This design comes from an exercise in tuning for small area, a short achievable clock period and few clock cycles per item on the open sky130 flow, not from production work.
Function was checked by simulation only, so behaviour that the tests miss may differ from the original.
No activity file was given, so power comes from the tool's default toggle rates.

--- flow/run.sh ---
#!/bin/bash
# synth_recipe.tcl (not shown) runs the flow's synth.tcl, then flattens the netlist and writes it again
# the make line also repeats each setting of config.mk as NAME=value (left out here)
make -C /OpenROAD-flow-scripts/flow DESIGN_CONFIG=/design/flow/config.mk WORK_HOME=/design/flow/orfs CLKGATE_MAP_FILE= SYNTH_SCRIPT=/design/flow/synth_recipe.tcl finish
--- flow/config.mk ---
export PLATFORM = sky130hd
export DESIGN_NAME = lorenz_euler_stepper
export DESIGN_NICKNAME = lorenz_euler_stepper
export VERILOG_FILES = /design/flow/design.v
export SDC_FILE = /design/flow/constraint.sdc
export NUM_CORES = 4
export LEC_CHECK = 0
export CAP_MARGIN = 20
export CORE_MARGIN = 2
export CORE_UTILIZATION = 40
export SLEW_MARGIN = 20
--- flow/constraint.sdc ---
create_clock -name core_clock -period 6.5 [get_ports {i_clk}]
set_input_delay 1.3000 -clock core_clock [delete_from_list [all_inputs] [get_ports {i_clk}]]
set_output_delay 1.3000 -clock core_clock [all_outputs]
set_load 0.01 [all_outputs]
--- flow/design.v ---
`timescale 1ns / 1ps
`default_nettype none
package les_pkg;
    localparam int COORD_WIDTH = 32;
    localparam int COUNT_WIDTH = 20;
    localparam int FRAC_BITS   = 24;
    localparam int MUL_WIDTH   = COORD_WIDTH + 1;
    localparam int DIV_WIDTH   = COUNT_WIDTH + 8;
    localparam int CFG_WIDTH   = 32;
    localparam int DT_WIDTH    = 24;
    localparam int INDEX_WIDTH = 3;
    localparam int SEGMENTS    = 6;
    typedef logic signed [COORD_WIDTH-1:0] t_coord;
    typedef logic signed [MUL_WIDTH-1:0]   t_mop;
    typedef logic [COUNT_WIDTH-1:0]        t_count;
    typedef logic [DIV_WIDTH-1:0]          t_dword;
    typedef logic [23:0]                   t_rgb;
    localparam logic [INDEX_WIDTH-1:0] CFG_SIGMA = 3'd0;
    localparam logic [INDEX_WIDTH-1:0] CFG_RHO   = 3'd1;
    localparam logic [INDEX_WIDTH-1:0] CFG_BETA  = 3'd2;
    localparam logic [INDEX_WIDTH-1:0] CFG_DT    = 3'd3;
    localparam logic [INDEX_WIDTH-1:0] CFG_LIMIT = 3'd4;
    localparam logic [INDEX_WIDTH-1:0] CFG_W     = 3'd5;
    localparam logic [31:0]          SIGMA_RST = 32'd167772160;
    localparam logic [31:0]          RHO_RST   = 32'd469762048;
    localparam logic [31:0]          BETA_RST  = 32'd44738124;
    localparam logic [DT_WIDTH-1:0]  DT_RST    = 24'd16777;
    localparam logic [COUNT_WIDTH-1:0] LIMIT_RST = 20'd50000;
    localparam logic [31:0]          W_RST     = 32'd16777216;
    localparam t_coord COORD_MAX = {1'b0, {(COORD_WIDTH-1){1'b1}}};
    localparam t_coord COORD_MIN = {1'b1, {(COORD_WIDTH-1){1'b0}}};
    localparam t_coord COORD_ONE = 32'sh0100_0000;
    function automatic t_coord sat_add(input t_coord a, input t_coord b, input logic sub);
        logic signed [COORD_WIDTH:0] s;
        if (sub) begin
            s = {a[COORD_WIDTH-1], a} - {b[COORD_WIDTH-1], b};
        end else begin
            s = {a[COORD_WIDTH-1], a} + {b[COORD_WIDTH-1], b};
        end
        if (s[COORD_WIDTH] != s[COORD_WIDTH-1]) begin
            sat_add = s[COORD_WIDTH] ? COORD_MIN : COORD_MAX;
        end else begin
            sat_add = s[COORD_WIDTH-1:0];
        end
    endfunction
    function automatic t_coord coeff_to_coord(input logic [31:0] v);
        coeff_to_coord = v;
    endfunction
    function automatic t_mop to_mop(input t_coord v);
        to_mop = {v[COORD_WIDTH-1], v};
    endfunction
    function automatic t_rgb colour_of(input logic [2:0] seg, input logic [7:0] v);
        t_rgb c;
        case (seg)
            3'd0:    c = {8'hFF, v, 8'h00};
            3'd1:    c = {~v, 8'hFF, 8'h00};
            3'd2:    c = {8'h00, 8'hFF, v};
            3'd3:    c = {8'h00, ~v, 8'hFF};
            3'd4:    c = {v, 8'h00, 8'hFF};
            default: c = {8'hFF, 8'h00, ~v};
        endcase
        colour_of = c;
    endfunction
endpackage
`default_nettype wire
`timescale 1ns / 1ps
`default_nettype none
module les_ser_mul (
    input  wire logic   i_clk,
    input  wire logic   i_rst_n,
    input  wire logic   i_start,
    input  les_pkg::t_mop   i_a,
    input  les_pkg::t_mop   i_b,
    output logic        o_done,
    output les_pkg::t_coord      o_result
);
    localparam int CNT_W  = $clog2(les_pkg::MUL_WIDTH + 1);
    localparam int PROD_W = 2 * les_pkg::MUL_WIDTH;
    localparam int MAG_W  = PROD_W - les_pkg::FRAC_BITS;
    logic                 r_busy, r_fin, r_done;
    logic [CNT_W-1:0]     r_cnt;
    logic                 r_neg;
    logic [les_pkg::MUL_WIDTH-1:0] r_mcand, r_hi, r_lo;
    les_pkg::t_coord               r_result;
    logic [les_pkg::MUL_WIDTH-1:0] mag_a, mag_b;
    logic [les_pkg::MUL_WIDTH:0]   sum;
    logic [PROD_W-1:0]    prod;
    logic [MAG_W-1:0]     mag;
    logic                 over;
    les_pkg::t_coord               res;
    always_comb begin
        mag_a = i_a[les_pkg::MUL_WIDTH-1] ? -i_a : i_a;
        mag_b = i_b[les_pkg::MUL_WIDTH-1] ? -i_b : i_b;
        sum   = {1'b0, r_hi} + (r_lo[0] ? {1'b0, r_mcand} : {(les_pkg::MUL_WIDTH+1){1'b0}});
        prod  = {r_hi, r_lo};
        mag   = prod[PROD_W-1:les_pkg::FRAC_BITS];
        over  = |mag[MAG_W-1:les_pkg::COORD_WIDTH-1];
        if (over) begin
            res = r_neg ? les_pkg::COORD_MIN : les_pkg::COORD_MAX;
        end else if (r_neg) begin
            res = -mag[les_pkg::COORD_WIDTH-1:0];
        end else begin
            res = mag[les_pkg::COORD_WIDTH-1:0];
        end
    end
    always_ff @(posedge i_clk) begin
        if (!i_rst_n) begin
            r_busy <= 1'b0;
            r_fin  <= 1'b0;
            r_done <= 1'b0;
            r_cnt  <= '0;
        end else begin
            r_done <= 1'b0;
            if (i_start) begin
                r_busy <= 1'b1;
                r_cnt  <= '0;
            end else if (r_busy) begin
                r_cnt <= r_cnt + 1'b1;
                if (r_cnt == les_pkg::MUL_WIDTH - 1) begin
                    r_busy <= 1'b0;
                    r_fin  <= 1'b1;
                end
            end else if (r_fin) begin
                r_fin  <= 1'b0;
                r_done <= 1'b1;
            end
        end
    end
    always_ff @(posedge i_clk) begin
        if (i_start) begin
            r_mcand <= mag_a;
            r_hi    <= '0;
            r_lo    <= mag_b;
            r_neg   <= i_a[les_pkg::MUL_WIDTH-1] ^ i_b[les_pkg::MUL_WIDTH-1];
        end else if (r_busy) begin
            r_hi <= sum[les_pkg::MUL_WIDTH:1];
            r_lo <= {sum[0], r_lo[les_pkg::MUL_WIDTH-1:1]};
        end
        if (r_fin) begin
            r_result <= res;
        end
    end
    assign o_done   = r_done;
    assign o_result = r_result;
endmodule
`default_nettype wire
`timescale 1ns / 1ps
`default_nettype none
module les_ser_div (
    input  wire logic   i_clk,
    input  wire logic   i_rst_n,
    input  wire logic   i_start,
    input  les_pkg::t_dword i_dividend,
    input  les_pkg::t_count i_divisor,
    output logic        o_done,
    output les_pkg::t_dword      o_quotient,
    output les_pkg::t_count      o_remainder
);
    localparam int CNT_W = $clog2(les_pkg::DIV_WIDTH + 1);
    logic             r_busy, r_done;
    logic [CNT_W-1:0] r_cnt;
    les_pkg::t_dword           r_quo;
    les_pkg::t_count           r_rem, r_div;
    logic [les_pkg::COUNT_WIDTH:0] trial, diff;
    logic                 ge;
    always_comb begin
        trial = {r_rem, r_quo[les_pkg::DIV_WIDTH-1]};
        ge    = trial >= {1'b0, r_div};
        diff  = trial - {1'b0, r_div};
    end
    always_ff @(posedge i_clk) begin
        if (!i_rst_n) begin
            r_busy <= 1'b0;
            r_done <= 1'b0;
            r_cnt  <= '0;
        end else begin
            r_done <= 1'b0;
            if (i_start) begin
                r_busy <= 1'b1;
                r_cnt  <= '0;
            end else if (r_busy) begin
                r_cnt <= r_cnt + 1'b1;
                if (r_cnt == les_pkg::DIV_WIDTH - 1) begin
                    r_busy <= 1'b0;
                    r_done <= 1'b1;
                end
            end
        end
    end
    always_ff @(posedge i_clk) begin
        if (i_start) begin
            r_quo <= i_dividend;
            r_rem <= '0;
            r_div <= i_divisor;
        end else if (r_busy) begin
            r_rem <= ge ? diff[les_pkg::COUNT_WIDTH-1:0] : trial[les_pkg::COUNT_WIDTH-1:0];
            r_quo <= {r_quo[les_pkg::DIV_WIDTH-2:0], ge};
        end
    end
    assign o_done      = r_done;
    assign o_quotient  = r_quo;
    assign o_remainder = r_rem;
endmodule
`default_nettype wire
`timescale 1ns / 1ps
`default_nettype none
module lorenz_euler_stepper (
    input  wire logic                   i_clk,
    input  wire logic                   i_rst_n,
    input  wire logic                   i_cfg_we,
    input  wire logic [les_pkg::INDEX_WIDTH-1:0] i_cfg_index,
    input  wire logic [les_pkg::CFG_WIDTH-1:0]   i_cfg_data,
    input  wire logic                   i_in_valid,
    output logic                        o_in_ready,
    input  wire logic                   i_restart,
    output logic                        o_out_valid,
    input  wire logic                   i_out_ready,
    output les_pkg::t_coord                      o_x_pos,
    output les_pkg::t_coord                      o_y_pos,
    output les_pkg::t_coord                      o_z_pos,
    output logic [31:0]                 o_w_out,
    output logic [7:0]                  o_red,
    output logic [7:0]                  o_green,
    output logic [7:0]                  o_blue,
    output les_pkg::t_count                      o_step_index,
    output logic                        o_last_step
);
    localparam logic [2:0] S_IDLE  = 3'd0;
    localparam logic [2:0] S_MGO   = 3'd1;
    localparam logic [2:0] S_MWAIT = 3'd2;
    localparam logic [2:0] S_DGO   = 3'd3;
    localparam logic [2:0] S_DWAIT = 3'd4;
    localparam logic [2:0] S_OUT   = 3'd5;
    localparam logic [2:0] OP_DX = 3'd0;
    localparam logic [2:0] OP_DY = 3'd1;
    localparam logic [2:0] OP_XY = 3'd2;
    localparam logic [2:0] OP_BZ = 3'd3;
    localparam logic [2:0] OP_UX = 3'd4;
    localparam logic [2:0] OP_UY = 3'd5;
    localparam logic [2:0] OP_UZ = 3'd6;
    localparam logic [1:0] DV_PER  = 2'd0;
    localparam logic [1:0] DV_SEG  = 2'd1;
    localparam logic [1:0] DV_RAMP = 2'd2;
    logic [31:0]          r_sigma, r_rho, r_beta, r_w;
    logic [les_pkg::DT_WIDTH-1:0]  r_dt;
    les_pkg::t_count               r_limit;
    logic [2:0] r_state, n_state;
    logic [2:0] r_op, n_op;
    logic [1:0] r_dop, n_dop;
    les_pkg::t_coord     r_x, r_y, r_z, n_x, n_y, n_z;
    les_pkg::t_coord     r_dx, r_dy, r_dz, n_dx, n_dy, n_dz;
    les_pkg::t_count     r_count, n_count;
    les_pkg::t_count     r_idx, n_idx;
    les_pkg::t_count     r_per, n_per;
    les_pkg::t_count     r_pos, n_pos;
    logic [2:0] r_seg, n_seg;
    les_pkg::t_rgb       r_held, n_held;
    les_pkg::t_rgb       r_col, n_col;
    logic        r_out_valid, n_out_valid;
    les_pkg::t_coord      r_ox, r_oy, r_oz;
    logic [31:0] r_ow;
    les_pkg::t_rgb        r_ocol;
    les_pkg::t_count      r_oidx;
    logic        r_olast;
    logic        load_out;
    logic   mul_start, mul_done;
    les_pkg::t_mop   mul_a, mul_b;
    les_pkg::t_coord mul_res;
    logic   div_start, div_done;
    les_pkg::t_dword div_dividend, div_quo;
    les_pkg::t_count div_divisor, div_rem;
    les_pkg::t_coord sigma_c, rho_c, beta_c;
    les_pkg::t_count eff_count;
    logic   accept;
    les_ser_mul u_mul (
        .i_clk    (i_clk),
        .i_rst_n  (i_rst_n),
        .i_start  (mul_start),
        .i_a      (mul_a),
        .i_b      (mul_b),
        .o_done   (mul_done),
        .o_result (mul_res)
    );
    les_ser_div u_div (
        .i_clk       (i_clk),
        .i_rst_n     (i_rst_n),
        .i_start     (div_start),
        .i_dividend  (div_dividend),
        .i_divisor   (div_divisor),
        .o_done      (div_done),
        .o_quotient  (div_quo),
        .o_remainder (div_rem)
    );
    assign sigma_c    = les_pkg::coeff_to_coord(r_sigma);
    assign rho_c      = les_pkg::coeff_to_coord(r_rho);
    assign beta_c     = les_pkg::coeff_to_coord(r_beta);
    assign o_in_ready = (r_state == S_IDLE);
    assign accept     = i_in_valid && o_in_ready;
    assign mul_start  = (r_state == S_MGO);
    assign div_start  = (r_state == S_DGO);
    always_comb begin
        case (r_op)
            OP_DX: begin
                mul_a = les_pkg::to_mop(sigma_c);
                mul_b = les_pkg::to_mop(les_pkg::sat_add(r_y, r_x, 1'b1));
            end
            OP_DY: begin
                mul_a = les_pkg::to_mop(r_x);
                mul_b = les_pkg::to_mop(les_pkg::sat_add(rho_c, r_z, 1'b1));
            end
            OP_XY: begin
                mul_a = les_pkg::to_mop(r_x);
                mul_b = les_pkg::to_mop(r_y);
            end
            OP_BZ: begin
                mul_a = les_pkg::to_mop(beta_c);
                mul_b = les_pkg::to_mop(r_z);
            end
            OP_UX: begin
                mul_a = {{(les_pkg::MUL_WIDTH-les_pkg::DT_WIDTH){1'b0}}, r_dt};
                mul_b = les_pkg::to_mop(r_dx);
            end
            OP_UY: begin
                mul_a = {{(les_pkg::MUL_WIDTH-les_pkg::DT_WIDTH){1'b0}}, r_dt};
                mul_b = les_pkg::to_mop(r_dy);
            end
            default: begin
                mul_a = {{(les_pkg::MUL_WIDTH-les_pkg::DT_WIDTH){1'b0}}, r_dt};
                mul_b = les_pkg::to_mop(r_dz);
            end
        endcase
    end
    always_comb begin
        case (r_dop)
            DV_PER: begin
                div_dividend = {{(les_pkg::DIV_WIDTH-les_pkg::COUNT_WIDTH){1'b0}}, r_limit};
                div_divisor  = les_pkg::SEGMENTS;
            end
            DV_SEG: begin
                div_dividend = {{(les_pkg::DIV_WIDTH-les_pkg::COUNT_WIDTH){1'b0}}, r_idx};
                div_divisor  = r_per;
            end
            default: begin
                div_dividend = {r_pos, 8'd0} - {8'd0, r_pos};
                div_divisor  = r_per;
            end
        endcase
    end
    always_comb begin
        n_state     = r_state;
        n_op        = r_op;
        n_dop       = r_dop;
        n_x         = r_x;
        n_y         = r_y;
        n_z         = r_z;
        n_dx        = r_dx;
        n_dy        = r_dy;
        n_dz        = r_dz;
        n_count     = r_count;
        n_idx       = r_idx;
        n_per       = r_per;
        n_pos       = r_pos;
        n_seg       = r_seg;
        n_held      = r_held;
        n_col       = r_col;
        load_out    = 1'b0;
        eff_count   = i_restart ? '0 : r_count;
        n_out_valid = r_out_valid && !i_out_ready;
        case (r_state)
            S_IDLE: begin
                if (accept) begin
                    if (i_restart) begin
                        n_x     = les_pkg::COORD_ONE;
                        n_y     = les_pkg::COORD_ONE;
                        n_z     = les_pkg::COORD_ONE;
                        n_count = '0;
                        n_held  = '0;
                    end
                    if (eff_count < r_limit) begin
                        n_idx   = eff_count;
                        n_op    = OP_DX;
                        n_state = S_MGO;
                    end
                end
            end
            S_MGO: begin
                n_state = S_MWAIT;
            end
            S_MWAIT: begin
                if (mul_done) begin
                    case (r_op)
                        OP_DX:   n_dx = mul_res;
                        OP_DY:   n_dy = les_pkg::sat_add(mul_res, r_y, 1'b1);
                        OP_XY:   n_dz = mul_res;
                        OP_BZ:   n_dz = les_pkg::sat_add(r_dz, mul_res, 1'b1);
                        OP_UX:   n_x  = les_pkg::sat_add(r_x, mul_res, 1'b0);
                        OP_UY:   n_y  = les_pkg::sat_add(r_y, mul_res, 1'b0);
                        default: n_z  = les_pkg::sat_add(r_z, mul_res, 1'b0);
                    endcase
                    if (r_op == OP_UZ) begin
                        n_dop   = DV_PER;
                        n_state = S_DGO;
                    end else begin
                        n_op    = r_op + 1'b1;
                        n_state = S_MGO;
                    end
                end
            end
            S_DGO: begin
                n_state = S_DWAIT;
            end
            S_DWAIT: begin
                if (div_done) begin
                    case (r_dop)
                        DV_PER: begin
                            n_per = div_quo[les_pkg::COUNT_WIDTH-1:0];
                            if (div_quo == '0) begin
                                n_col   = '0;
                                n_held  = '0;
                                n_state = S_OUT;
                            end else begin
                                n_dop   = DV_SEG;
                                n_state = S_DGO;
                            end
                        end
                        DV_SEG: begin
                            if (div_quo >= les_pkg::SEGMENTS) begin
                                n_col   = r_held;
                                n_state = S_OUT;
                            end else begin
                                n_seg   = div_quo[2:0];
                                n_pos   = div_rem;
                                n_dop   = DV_RAMP;
                                n_state = S_DGO;
                            end
                        end
                        default: begin
                            n_col   = les_pkg::colour_of(r_seg, div_quo[7:0]);
                            n_held  = les_pkg::colour_of(r_seg, div_quo[7:0]);
                            n_state = S_OUT;
                        end
                    endcase
                end
            end
            S_OUT: begin
                if (!r_out_valid || i_out_ready) begin
                    load_out    = 1'b1;
                    n_out_valid = 1'b1;
                    n_count     = r_idx + 1'b1;
                    n_state     = S_IDLE;
                end
            end
            default: begin
                n_state = S_IDLE;
            end
        endcase
    end
    always_ff @(posedge i_clk) begin
        if (!i_rst_n) begin
            r_sigma     <= les_pkg::SIGMA_RST;
            r_rho       <= les_pkg::RHO_RST;
            r_beta      <= les_pkg::BETA_RST;
            r_dt        <= les_pkg::DT_RST;
            r_limit     <= les_pkg::LIMIT_RST;
            r_w         <= les_pkg::W_RST;
            r_state     <= S_IDLE;
            r_op        <= OP_DX;
            r_dop       <= DV_PER;
            r_x         <= les_pkg::COORD_ONE;
            r_y         <= les_pkg::COORD_ONE;
            r_z         <= les_pkg::COORD_ONE;
            r_count     <= '0;
            r_held      <= '0;
            r_out_valid <= 1'b0;
        end else begin
            if (i_cfg_we) begin
                case (i_cfg_index)
                    les_pkg::CFG_SIGMA: r_sigma <= i_cfg_data[31:0];
                    les_pkg::CFG_RHO:   r_rho   <= i_cfg_data[31:0];
                    les_pkg::CFG_BETA:  r_beta  <= i_cfg_data[31:0];
                    les_pkg::CFG_DT:    r_dt    <= i_cfg_data[les_pkg::DT_WIDTH-1:0];
                    les_pkg::CFG_LIMIT: r_limit <= i_cfg_data[les_pkg::COUNT_WIDTH-1:0];
                    les_pkg::CFG_W:     r_w     <= i_cfg_data[31:0];
                    default:   ;
                endcase
            end
            r_state     <= n_state;
            r_op        <= n_op;
            r_dop       <= n_dop;
            r_x         <= n_x;
            r_y         <= n_y;
            r_z         <= n_z;
            r_count     <= n_count;
            r_held      <= n_held;
            r_out_valid <= n_out_valid;
        end
    end
    always_ff @(posedge i_clk) begin
        r_dx  <= n_dx;
        r_dy  <= n_dy;
        r_dz  <= n_dz;
        r_idx <= n_idx;
        r_per <= n_per;
        r_pos <= n_pos;
        r_seg <= n_seg;
        r_col <= n_col;
        if (load_out) begin
            r_ox    <= r_x;
            r_oy    <= r_y;
            r_oz    <= r_z;
            r_ow    <= r_w;
            r_ocol  <= r_col;
            r_oidx  <= r_idx;
            r_olast <= ({1'b0, r_idx} + 1'b1) == {1'b0, r_limit};
        end
    end
    assign o_out_valid  = r_out_valid;
    assign o_x_pos      = r_ox;
    assign o_y_pos      = r_oy;
    assign o_z_pos      = r_oz;
    assign o_w_out      = r_ow;
    assign o_red        = r_ocol[23:16];
    assign o_green      = r_ocol[15:8];
    assign o_blue       = r_ocol[7:0];
    assign o_step_index = r_oidx;
    assign o_last_step  = r_olast;
endmodule
`default_nettype wire
==> results.py <==
metrics = {
    "synthesis": {
        "ys.flop_type": "edfxtp_1",
        "ys_seq_area_frac": 0.435,
        "yosysTopAreaCell": "edfxtp_1",
        "syn_area_per_cell_um2": 8.98,
        "synth_top_family_by_area": "compound AO/OA/AOI/OAI gates",
        "synth_edf_count": 503,
        "yosys_warnings": 3,
        "synth-seq-cells": 893,
        "synthTopCellsByArea": "edfxtp_1 (29%), dfxtp_1 (15%), ha_1 (7.7%)",
        "synth_top_area_frac": 0.287,
        "synth_cell_types": 100,
        "synth_compound_area_frac": 0.200,
        "synthMuxAreaShare": 0.0106,
        "async_reset_ff_frac": 0,
        "synthAdderAreaFrac": 0.0839,
        "synth-simple-area-share": 0.169,
        "syn_inst": 5861,
        "synth_xor_area_frac": 0.0584,
        "syn-num-nets": 6236,
        "netlist_area_um2": 52600,
    },
    "grt": {
        "grt_pass1_vias": 42800,
        "track_usage": 0.291,
        "grt_max_degree": 92,
        "overflow": 0,
        "antenna_found_initial": 16,
        "grt_pass1_wl_mm": 292,
    },
    "worst_setup_path": {
        "path_depth": 24,
        "critPathMostFrequentCell": "a21oi_1",
        "arrival_ns": 6.67,
        "path_cells": "inv_1, ha_1, a21oi_1, o21ai_0, a211oi_2, o21ai_1, a22o_1, a21oi_1, a21oi_1, a21o_1, a21oi_1, xnor2_1, ha_1, nor2_1, buf_4, a31oi_1, o211ai_1, o41a_1, a2111o_1, nor4b_1, buf_4, a31oi_1, xnor2_1, o21ai_0",
        "required_ns": 6.97,
        "critPathTopFamily": "compound AO/OA/AOI/OAI gates",
        "regToRegSetupSlack_ns": 0.30,
        "startpoint": "r_x[8]$_SDFFE_PN0P_",
        "reg2reg_to": "u_mul.r_lo[30]$_DFFE_PP_",
        "cp_slowest_stage_delay_ns": 0.49,
        "endpoint": "u_mul.r_lo[30]$_DFFE_PP_",
        "end_kind": "flop",
        "cp_num_buf_inv": 3,
        "cpMaxStageDelayCell": "a2111o_1",
        "path_class": "flop to flop",
        "reg2reg_from": "r_x[8]$_SDFFE_PN0P_",
        "reg2reg_depth": 24,
        "worstPathMaxFanout": 8,
        "cp-start-kind": "flop",
    },
    "power_and_ir_drop": {
        "power.total_mw": 19.9,
        "max-vdd-ir-drop_mv": 0.250,
        "p_leak_nw": 24.1,
        "cellPowerDensity_nw_per_um2": 324,
    },
    "place": {
        "place.gp.congestion": 1.03,
        "port-buffer-count": 215,
        "placed_cells": 7782,
        "dp_hpwl_mm": 152,
    },
    "sta": {
        "finalSetupViolations": 0,
        "max-slew-margin-rel": 0.278,
        "rsz0062_at_grt": "false",
        "hold_viol_final": 0,
        "min_period_over_period": 0.954,
        "final.min_clock_period_ns": 6.20,
        "slew_violations": 0,
        "tightestPinTransition_ns": 1.08,
        "fin_tns_setup_ns": 0,
        "fin_skew_ns": 0.0403,
        "fmax_ghz": 0.161,
    },
    "cts": {
        "cts_tree": "built",
        "cts.sinks": 893,
        "htree_levels": 3,
        "cts_setup_buffers": 0,
        "clock-root-buffer": "clkbuf_16",
        "clk_latency_ns": 0.76,
        "clkTransAtPathRegs_ns": 0.06,
        "ctsLongestPathBuffers": 3,
        "cts_buffers": 101,
    },
    "detailed_routing": {
        "vias": 46200,
        "drt_wl_total_mm": 201,
        "drt_pre_antenna_iters": 9,
        "drc": 0,
        "wl_per_cell_um": 25.2,
        "drt_iter0_drc": 5765,
        "drtAntennaViolNets": 0,
        "routed_via_density": 5.80,
    },
    "die": {
        "die_h_um": 367,
        "die_area_um2": 134000,
        "die_width_um": 367,
        "start_util": 0.402,
        "core-area_um2": 131000,
        "rows": 133,
        "io-pin-count": 216,
    },
    "status": {
        "outcome": "no timing/DRC/antenna violations",
    },
    "final_layout": {
        "fillers": 12600,
        "final_util": 0.470,
        "drive_gt1_frac": 0.0794,
        "layout_common_cells": "nand2_1 (820), a21oi_1 (558), edfxtp_1 (503)",
        "biggestRegsByFlops": "u_mul.r_hi (33), u_mul.r_lo (33), u_mul.r_mcand (33)",
        "nets": 6505,
        "area_growth_pct": 17.0,
        "fin_cells": 7976,
        "final_common_cell": "nand2_1",
    },
    "hold_path": {
        "hold_class": "flop to flop",
    },
    "job": {
        "cap_violations": 0,
    },
}
-- Yosys cell counts (31+ instances only) --
cell type and number:
nand2_1 822, a21oi_1 560, edfxtp_1 503, nor2_1 457, o21ai_0 392, dfxtp_1 390
ha_1 325, inv_1 310, clkbuf_1 255, xnor2_1 211, xor2_1 140, a21o_1 118
nand3_1 109, nor3_1 96, and2_1 76, nor2b_1 76, nand2b_1 54, a22o_1 50
a22oi_1 50, a31oi_1 49, mux2i_1 48, nand4_1 46, o21bai_1 46, a211oi_1 43
o211ai_1 40, o21a_1 35, or3_1 32, and3_1 31
-- where the power goes --
group          switching, mW  internal (mW)  leakage [nW]
clock                   2.60           3.72          1.75
combinational           4.05           2.61          14.4
sequential             0.435           6.53          7.92
total                   7.09           12.9          24.1
-- worst register-to-register path: cells and delay by family (launching register included) --
family / cells / cell delay [ns]
adders and majority gates: 2 / 0.84
AOI/OAI and AO/OA: 15 / 3.30
xor gates and xnor gates: 2 / 0.28
DFF: 1 / 0.33
and+or+nand+nor: 2 / 0.62
buffers and inverters: 3 / 0.55
-- area by class of cell --
class | instances | area (um2) | area share
Antenna cell | 3 | 7.51 | 0.000122
Clock buffer | 123 | 2680 | 0.0436
Clock inverter | 68 | 963 | 0.0157
Inverter | 312 | 1180 | 0.0192
Multi-Input combinational cell | 4376 | 27700 | 0.450
Sequential cell | 893 | 22900 | 0.372
Tap cell | 1755 | 2200 | 0.0357
Timing Repair Buffer | 446 | 3940 | 0.0640
-- through the flow --
step	hold WS (ns)	worst slack, ns	area, um2
after global routing	0.417	0.00336	61600
final	0.412	0.302	61600
after detailed placement	0.405	0.196	57900
after CTS	0.415	0.143	61500
after floorplan	0.400	0.657	52600
after global placement	0.405	0.329	57800
-- worst min path at each step --
stage	cells after the start	end	from
2_1_floorplan	0	r_ocol[0]$_DFFE_PP_	r_col[0]$_DFFE_PP_
3_3_place_gp	0	r_ocol[23]$_DFFE_PP_	r_col[23]$_DFFE_PP_
3_5_place_dp	0	r_ocol[15]$_DFFE_PP_	r_col[15]$_DFFE_PP_
4_1_cts	0	r_ocol[17]$_DFFE_PP_	r_col[17]$_DFFE_PP_
5_1_grt	0	r_ocol[23]$_DFFE_PP_	r_col[23]$_DFFE_PP_
6_report	0	r_ocol[17]$_DFFE_PP_	r_col[17]$_DFFE_PP_
-- metal layers --
layer | vias to the layer above | part of all wire | track usage
met5 | - | 0.00019 | 0
met4 | 6 | 0.047 | 0.128
met3 | 359 | 0.079 | 0.0453
met2 | 2032 | 0.44 | 0.443
met1 | 22200 | 0.44 | 0.406
li1 | 21600 | - | -
-- repair_timing --
| action | in CTS | in global routing |
|---|---|---|
| setup endpoints to repair | 0 | 12 |
| resized for setup | 0 | 11 |
| hold buffers | 0 | 0 |
-- cell families (layout without fill, tap and decap cells) --
group                      Yosys count  count (layout)
and+or+nand+nor                   1942            1942
AOI/OAI and AO/OA                 1676            1676
DFF                                893             893
buffers and inverters              592             949
adders and majority gates          351             351
xor gates and xnor gates           351             351
muxes                               55              55
other                                1               4
Testbench counts, summed over its fixed seeds: cycles 660,496, items 1,920.

## re-timing with driven ports
Ports are ideal in the flow. The routed layout listed here was re-timed in OpenROAD.
Step 1: set_driving_cell puts a clkbuf_16 on i_clk and a buf_2 on each other input, an assumption about the parent block.
Step 2 also shifts input and output timing later by t, the mid clock arrival at the registers, as if the neighbouring blocks saw the same clock.
Slacks: no drivers / after step 1 / after step 2; pairs: no drivers / after step 1.
shift t [ns]: 0.818
slack for setup (ns): 0.302 / 0.302 / 0.302
worst setup path at the end: register to register
clock arrival spread, ns: 0.041 / 0.041
worst slew at a driven data input, ns: 0.14
After both steps this run still meets setup and hold. For this run, drivers alone change the setup slack by 0.000 ns; drivers and shift together by 0.000 ns.
